Context: an optimization exercise on an open-source flow, tuned for small area, a short achievable clock period and few clock cycles per item. The choices shown serve that exercise and are no tape-out recipe. Power is estimated from default activity; no workload was simulated.

== the previous run ==
==> module tomasulo_core, before the edit <==
module tomasulo_core (
  input  logic                             clk,
  input  logic                             rst,
  input  logic                             instr_req,
  input  logic [tomasulo_pkg::instr_w-1:0] instr,
  input  logic [tomasulo_pkg::reg_w-1:0]   dbg_addr,
  output logic                             instr_ack,
  output logic [tomasulo_pkg::data_w-1:0]  dbg_data,
  output logic                             dbg_busy,
  output logic                             wb_valid,
  output logic [tomasulo_pkg::reg_w-1:0]   wb_dest,
  output logic [tomasulo_pkg::data_w-1:0]  wb_data
);
  localparam int Q = 4;
  logic [Q-1:0] q_v;
  logic [Q-1:0] q_mul;
  logic [2:0]   q_dest [Q];
  logic [2:0]   q_sa   [Q];
  logic [2:0]   q_sb   [Q];
  logic [2:0] step;
  logic [31:0] ps;
  logic [31:0] pc;
  logic [0:0] px;
  logic [0:0] nx;
  logic [31:0] regs [1:7];
  logic [3:0] b_one;
  logic [3:0] b_two;
  logic [3:0] b_neg;
  logic [2:0]  op;
  logic [2:0]  i_dest;
  logic [2:0]  i_sa;
  logic [2:0]  i_sb;
  logic        i_add;
  logic        i_mul;
  logic        i_alu;
  logic        accept;
  logic        push;
  logic        pop;
  logic        mstep;
  logic        mlast;
  logic [31:0] rd_a;
  logic [31:0] rd_b;
  logic [31:0] sum;
  logic [31:0] ns;
  logic [31:0] nc;
  logic [31:0] wd_hi;
  logic [8:0] nd;
  logic [8:0] dsel;
  logic [2:0]  nh_sa;
  logic [2:0]  nh_sb;
  logic [8:0] pf;
  logic [8:0] pfd;
  assign {op, i_dest, i_sa, i_sb} = instr;
  assign i_add = (op == tomasulo_pkg::op_add);
  assign i_mul = (op == tomasulo_pkg::op_mul);
  assign i_alu = i_add || i_mul;
  assign mstep = q_v[0] && q_mul[0] && (step != 3'd4);
  assign pop   = q_v[0] && !mstep;
  assign mlast = q_v[0] && q_mul[0] && (step == 3'd3);
  assign accept = instr_req && !instr_ack && (!i_alu || !q_v[Q-1] || pop);
  assign push   = accept && i_alu;
  always_ff @(posedge clk) begin
    if (rst) begin
      instr_ack <= 1'b0;
    end else if (accept) begin
      instr_ack <= 1'b1;
    end else if (!instr_req) begin
      instr_ack <= 1'b0;
    end
  end
  logic [Q-1:0] q_here;
  logic [Q:0]   q_vx;
  assign q_vx = {1'b0, q_v};
  always_comb begin
    for (int i = 0; i < Q; i++) begin
      if (pop) begin
        q_here[i] = push && q_vx[i] && !q_vx[i + 1];
      end else begin
        q_here[i] = push && !q_vx[i] && ((i == 0) || q_vx[(i + Q) % (Q + 1)]);
      end
    end
  end
  always_ff @(posedge clk) begin
    if (rst) begin
      q_v  <= '0;
      step <= '0;
    end else begin
      for (int i = 0; i < Q; i++) begin
        q_v[i] <= (pop ? q_vx[i + 1] : q_v[i]) || q_here[i];
      end
      if (pop) begin
        step <= '0;
      end else if (mstep) begin
        step <= step + 1'b1;
      end
    end
  end
  always_ff @(posedge clk) begin
    for (int i = 0; i < Q; i++) begin
      if (q_here[i]) begin
        q_mul[i]  <= i_mul;
        q_dest[i] <= i_dest;
        q_sa[i]   <= i_sa;
        q_sb[i]   <= i_sb;
      end else if (pop && (i + 1 < Q)) begin
        q_mul[i]  <= q_mul[(i + 1) % Q];
        q_dest[i] <= q_dest[(i + 1) % Q];
        q_sa[i]   <= q_sa[(i + 1) % Q];
        q_sb[i]   <= q_sb[(i + 1) % Q];
      end else if ((i == 0) && mlast) begin
        q_sa[i] <= 3'd0;
        q_sb[i] <= 3'd0;
      end
    end
  end
  always_comb begin
    rd_a = {ps[31] ^ (^px), ps[30:0]};
    rd_b = pc;
    for (int k = 1; k < 8; k++) begin
      if (q_sa[0] == 3'(k)) rd_a = regs[k];
      if (q_sb[0] == 3'(k)) rd_b = regs[k];
    end
  end
  assign sum = rd_a + rd_b;
  always_comb begin
    case (step)
      3'd0: nd = {rd_b[23:16], rd_b[15]};
      3'd1: nd = {rd_b[15:8], rd_b[7]};
      3'd2: nd = {rd_b[7:0], 1'b0};
      default: nd = '0;
    endcase
  end
  assign nh_sa = (pop && q_v[1 % Q] && (Q > 1)) ? q_sa[1 % Q] : i_sa;
  assign nh_sb = (pop && q_v[1 % Q] && (Q > 1)) ? q_sb[1 % Q] : i_sb;
  always_comb begin
    pf = '0;
    for (int k = 1; k < 8; k++) begin
      if (nh_sb == 3'(k)) pf = regs[k][31:23];
    end
    if (pop && (q_dest[0] == nh_sb) && (nh_sb != 3'd0)) pf = sum[31:23];
  end
  assign pfd = {pf[8:1], pf[0]};
  always_comb begin
    if (mstep) begin
      dsel = ((q_sa[0] == 3'd0) || (q_sb[0] == 3'd0)) ? '0 : nd;
    end else begin
      dsel = ((nh_sa == 3'd0) || (nh_sb == 3'd0)) ? '0 : pfd;
    end
  end
  always_ff @(posedge clk) begin
    for (int i = 0; i < 4; i++) begin
      b_one[i] <= dsel[2 * i + 1] ^ dsel[2 * i];
      b_two[i] <= (dsel[2 * i + 2] & ~dsel[2 * i + 1] & ~dsel[2 * i]) |
                  (~dsel[2 * i + 2] & dsel[2 * i + 1] & dsel[2 * i]);
      b_neg[i] <= dsel[2 * i + 2];
    end
  end
  mul_csa_step csa_inst (.a(rd_a), .one(b_one), .two(b_two), .neg(b_neg),
                         .ps(ps), .pc(pc), .s(ns), .c(nc), .x(nx));
  always_ff @(posedge clk) begin
    if (rst || !mstep) begin
      ps <= '0;
      pc <= '0;
      px <= '0;
    end else begin
      ps <= ns;
      pc <= nc;
      px <= nx;
    end
  end
  assign wd_hi = rst ? 32'd0 : sum;
  always_ff @(posedge clk) begin
    for (int k = 1; k < 8; k++) begin
      if (rst || (pop && (q_dest[0] == 3'(k)))) begin
        regs[k] <= {wd_hi[31:3], rst ? 3'(k) : sum[2:0]};
      end
    end
  end
  always_ff @(posedge clk) begin
    if (rst) begin
      wb_valid <= 1'b0;
    end else begin
      wb_valid <= pop;
    end
    wb_dest <= q_dest[0];
    wb_data <= sum;
  end
  always_comb begin
    dbg_data = '0;
    for (int k = 1; k < 8; k++) begin
      if (dbg_addr == 3'(k)) dbg_data = regs[k];
    end
  end
  always_comb begin
    dbg_busy = wb_valid && (wb_dest == dbg_addr);
    for (int i = 0; i < Q; i++) begin
      if (q_v[i] && (q_dest[i] == dbg_addr)) dbg_busy = 1'b1;
    end
    if (dbg_addr == 3'd0) dbg_busy = 1'b0;
  end
endmodule
==> flow/config.mk <==
export PLATFORM = sky130hd
export DESIGN_NAME = tomasulo_core
export DESIGN_NICKNAME = tomasulo_core
export VERILOG_FILES = /design/flow/design.v
export SDC_FILE = /design/flow/constraint.sdc
export NUM_CORES = 4
export LEC_CHECK = 0
export CAP_MARGIN = 20
export CORE_MARGIN = 2
export CORE_UTILIZATION = 55
export CTS_BUF_LIST = sky130_fd_sc_hd__clkbuf_16
export CTS_CLUSTER_DIAMETER = 120
export CTS_CLUSTER_SIZE = 24
export SETUP_SLACK_MARGIN = 4.5
export SLEW_MARGIN = 20
export BUFFER_PORTS_ARGS = -buffer_cell sky130_fd_sc_hd__buf_2
==> flow/constraint.sdc <==
create_clock -name core_clock -period 9.0 [get_ports {clk}]
set_input_delay 1.8000 -clock core_clock [delete_from_list [all_inputs] [get_ports {clk}]]
set_output_delay 1.8000 -clock core_clock [all_outputs]
set_load 0.01 [all_outputs]
standard.sh (not shown) runs the stock make flow with config.mk's settings and CLKGATE_MAP_FILE= SYNTH_SCRIPT=/design/flow/synth_recipe.tcl, a recipe that flattens the netlist after the stock synthesis.
==> flow/flow/run.sh <==
#!/bin/bash
# Own layout flow: the standard flow, run whole through standard.sh
# (so synthesis is the standard one), with one change to placement: the
# buffers that global placement puts on every input and output port are
# sky130_fd_sc_hd__buf_2 cells rather than the resizer's default pick.
set -euo pipefail
cp standard.sh standard_sh.log
echo "export BUFFER_PORTS_ARGS = -buffer_cell sky130_fd_sc_hd__buf_2" >> config.mk
cp config.mk config_mk.log
bash standard.sh > standard.log 2>&1
#### Input delta (the current run over the previous run)
--- a/flow/design.v
+++ b/flow/design.v
@@ -432,10 +432,35 @@
   assign c[30] = t209;
   assign s[31] = t212;
   assign c[31] = t152;
   assign x[0] = t211;
 endmodule
+module prefix_adder (
+  input  logic [31:0] a,
+  input  logic [31:0] b,
+  output logic [31:0] s
+);
+  logic [31:0] g [6];
+  logic [31:0] p [6];
+  always_comb begin
+    g[0] = a & b;
+    p[0] = a ^ b;
+    for (int l = 0; l < 5; l++) begin
+      for (int i = 0; i < 32; i++) begin
+        if ((i >> l) & 1) begin
+          g[l+1][i] = g[l][i] | (p[l][i] & g[l][((i >> l) << l) - 1]);
+          p[l+1][i] = p[l][i] & p[l][((i >> l) << l) - 1];
+        end else begin
+          g[l+1][i] = g[l][i];
+          p[l+1][i] = p[l][i];
+        end
+      end
+    end
+    s[0] = p[0][0];
+    for (int i = 1; i < 32; i++) s[i] = p[0][i] ^ g[5][i-1];
+  end
+endmodule
 `timescale 1ns/10ps
 module tomasulo_core (
   input  logic                             clk,
   input  logic                             rst,
   input  logic                             instr_req,
@@ -446,11 +471,11 @@
   output logic                             dbg_busy,
   output logic                             wb_valid,
   output logic [tomasulo_pkg::reg_w-1:0]   wb_dest,
   output logic [tomasulo_pkg::data_w-1:0]  wb_data
 );
-  localparam int Q = 4;
+  localparam int Q = 5;
   logic [Q-1:0] q_v;
   logic [Q-1:0] q_mul;
   logic [2:0]   q_dest [Q];
   logic [2:0]   q_sa   [Q];
   logic [2:0]   q_sb   [Q];
@@ -556,11 +581,11 @@
     for (int k = 1; k < 8; k++) begin
       if (q_sa[0] == 3'(k)) rd_a = regs[k];
       if (q_sb[0] == 3'(k)) rd_b = regs[k];
     end
   end
-  assign sum = rd_a + rd_b;
+  prefix_adder adder_inst (.a(rd_a), .b(rd_b), .s(sum));
   always_comb begin
     case (step)
       3'd0: nd = {rd_b[23:16], rd_b[15]};
       3'd1: nd = {rd_b[15:8], rd_b[7]};
       3'd2: nd = {rd_b[7:0], 1'b0};
@@ -580,10 +605,11 @@
   always_comb begin
     if (mstep) begin
       dsel = ((q_sa[0] == 3'd0) || (q_sb[0] == 3'd0)) ? '0 : nd;
     end else begin
       dsel = ((nh_sa == 3'd0) || (nh_sb == 3'd0)) ? '0 : pfd;
+      dsel[8:9] = '0;
     end
   end
   always_ff @(posedge clk) begin
     for (int i = 0; i < 4; i++) begin
       b_one[i] <= dsel[2 * i + 1] ^ dsel[2 * i];
Results
The share of power burned in combinational logic reported for the current run is smaller than that of the previous run by 2.5 points. The current run consumes less power than the previous run does. On power of the clock network, the current run does worse than the previous run. Compared to the previous run, the router laid down less metal wire for the current run. Cell area of the current run falls short of that of the previous run slightly.
No run of this note included a check of the RTL's function; only the layout flow was run.

==> afterwards: timing with drivers on the ports <==
Ports are ideal in the flow. The routed layouts listed here were re-timed in OpenROAD.
Step 1 assumes that a clkbuf_16 drives the clock port and a buf_2 every other input.
Step 2, shift: input delay + t, output delay - t, t = (earliest + latest rising clock arrival at the registers) / 2. This alone moves slack from input paths to output paths.
Three values: ideal ports, drivers, drivers and shift; two values: the first two.
| run | shift t [ns] | setup WS [ns] | latest minus earliest clock arrival (ns) |
|---|---|---|---|
| the previous run | 0.621 | 4.075 / 4.024 / 4.024 | 0.036 / 0.036 |
| the current run | 0.629 | 4.124 / 3.877 / 3.877 | 0.037 / 0.037 |
After both steps setup and hold are still met in every run listed. The setup slack of the current run, which loses most, moves by -0.247 ns with the drivers and by -0.247 ns with both steps.
